Context: an optimization exercise on an open-source flow, tuned for small area and a short achievable clock period. The choices shown serve that exercise and are no tape-out recipe. In this exercise RTL edits were held to simulation tests only and were not proved equivalent to the original. Power is estimated from default activity; no workload was simulated.

==> v15: inputs <==
// mul32
module mul32 (
    input  logic        clk,
    input  logic        rst,
    input  logic        in_valid,
    input  logic [31:0] a,
    input  logic [31:0] b,
    output logic        out_valid,
    output logic [31:0] hi,
    output logic [31:0] lo
);
clock: 5.0 ns
lec_check: 0
cap_margin: 20
core_margin: 2
core_utilization: 45
cts_cluster_diameter: 100
cts_cluster_size: 26
place_density: 0.6
setup_slack_margin: 2.4
slew_margin: 60
standard.sh (not shown) runs the stock make flow with config.mk's settings and CLKGATE_MAP_FILE= SYNTH_SCRIPT=/design/flow/synth_recipe.tcl, a recipe that flattens the netlist after the stock synthesis.
==> flow/flow/run.sh <==
#!/bin/bash
# Standard ORFS layout, with one netlist pass between synthesis and floorplan:
# invopt.py removes inverters between full-adder cells (a full adder is
# self-dual, so a cell can take complemented inputs and give complemented
# outputs). nleq.py compares the two netlists on random vectors; if they differ,
# the standard netlist is used unchanged.
set -uo pipefail
R=orfs/results/sky130hd/mul32/base
bash standard.sh synth > synth.log 2>&1 || exit 1
cp $R/1_2_yosys.v $R/1_2_yosys_std.v
if python3 flow/invopt.py $R/1_2_yosys_std.v $R/1_2_yosys_opt.v > invopt.log 2>&1 &&
   python3 flow/nleq.py $R/1_2_yosys_std.v $R/1_2_yosys_opt.v > nleq.log 2>&1 &&
   grep -q "mismatches 0 " nleq.log; then
  cp $R/1_2_yosys_opt.v $R/1_2_yosys.v
  rm -f $R/1_synth.odb $R/1_synth.sdc
  bash standard.sh synth > synth2.log 2>&1 || exit 1
else
  echo "invopt not used" >> invopt.log
fi
# port buffers: a plain buf_2 on every input and output port instead of the
# delay buffer buffer_ports picks by default
export BUFFER_PORTS_ARGS="-buffer_cell sky130_fd_sc_hd__buf_2"
bash standard.sh > finish.log 2>&1
Other scripts of this flow, unchanged in this note and not shown: flow/flow/invopt.py, flow/flow/nleq.py
==> inputs of v18, as changes to v15 <==
--- a/flow/flow/run.sh
+++ b/flow/flow/run.sh
@@ -17,7 +17,4 @@
 else
   echo "invopt not used" >> invopt.log
 fi
-# port buffers: a plain buf_2 on every input and output port instead of the
-# delay buffer buffer_ports picks by default
-export BUFFER_PORTS_ARGS="-buffer_cell sky130_fd_sc_hd__buf_2"
 bash standard.sh > finish.log 2>&1
Settings changed: CTS_CLUSTER_DIAMETER 100 to unset, CTS_CLUSTER_SIZE 26 to unset, SLEW_MARGIN 60 to 20.
==> notes <==
In v18 the cell area is larger than in v15, by 6.4%.
Between v18 and v15, the lower first-iteration DRC count is in v18 (gap about 7%, measured against v15).
In v15 the clock power is smaller than in v18, by 43%.
Area after synthesis is the same in v15 and v18.
Sequential power is about the same in v18 and v15.
In fmax, v15 and v18 hardly differ.
Clock skew: v18 is lower than v15 (0.0023 ns).
Of v18 and v15, v18 has the higher core utilization (gap 3.1 points).
Of v15 and v18, v18 has the higher power (gap 9.1%, measured against v18).
Against v18, the wire length of v15 is smaller by 1.0%.
==> figures <==
| metric | v18 | v15 |
|---|---|---|
| Vias in the first global route | 25150 | 25010 |
| Critical path destination | r2_s32_229 | r4_sum63 |
| Via density | 5.628 | 5.707 |
| Outcome | no timing/DRC/antenna violations | no timing/DRC/antenna violations |
| Power per cell area | 736.7 nW/um^2 | 712.8 nW/um^2 |
| Total inserted antenna cells | 2 | 1 |
| Avg WL per Cell | 25.35 um | 25.85 um |
| Final Cycle Share | 0.5313 | 0.5306 |
| Layout cell share with drive strength beyond 1 | 0.1055 | 0.1391 |
| Flop-to-flop setup slack | 2.34 ns | 2.35 ns |
| Worst reg-to-reg path cell count | 4 | 13 |
| Worst path setup slack after routing | 2.343 ns | 2.347 ns |
| Area of the multi-input gates | 21510 um^2 | 21550 um^2 |
| Number of logic stages on the critical path including buffering | 4 | 13 |
| DRC marker count from the first detailed-route iteration | 2275 | 2449 |
| Number of filler instances in the final layout | 7121 | 7417 |
| Number of non-filler instances in the completed layout | 4257 | 4134 |
| Final period demand of the worst path | 2.657 ns | 2.653 ns |
| Combinational Power | 0.0156 W | 0.0152 W |
| First-pass DRT Iterations | 5 | 6 |
| Placement-stage worst setup slack | 1.784 ns | 1.885 ns |
| Design Area, Final | 41830 um^2 | 39300 um^2 |

-- re-timing with driven ports --
Ports are ideal in the flow. The routed layouts listed here were re-timed in OpenROAD.
Step 1: set_driving_cell puts a clkbuf_16 on clk and a buf_2 on each other input, an assumption about the parent block.
Step 2 also shifts input and output timing later by t, the mid clock arrival at the registers, as if the neighbouring blocks saw the same clock.
a / b / c = ideal / step 1 / step 2; a / b = the first two.
| run | t (ns) | setup slack, ns | worst setup path after step 2 | clock arrival spread, ns | slew at the worst register clock pin (ns) |
|---|---|---|---|---|---|
| v15 | 0.652 | 2.347 / 2.347 / 2.347 | register to register | 0.032 / 0.032 | 0.11 / 0.11 |
| v18 | 0.692 | 2.343 / 2.343 / 2.343 | register to register | 0.031 / 0.031 | 0.07 / 0.07 |
After both steps setup and hold are still met in every run listed.
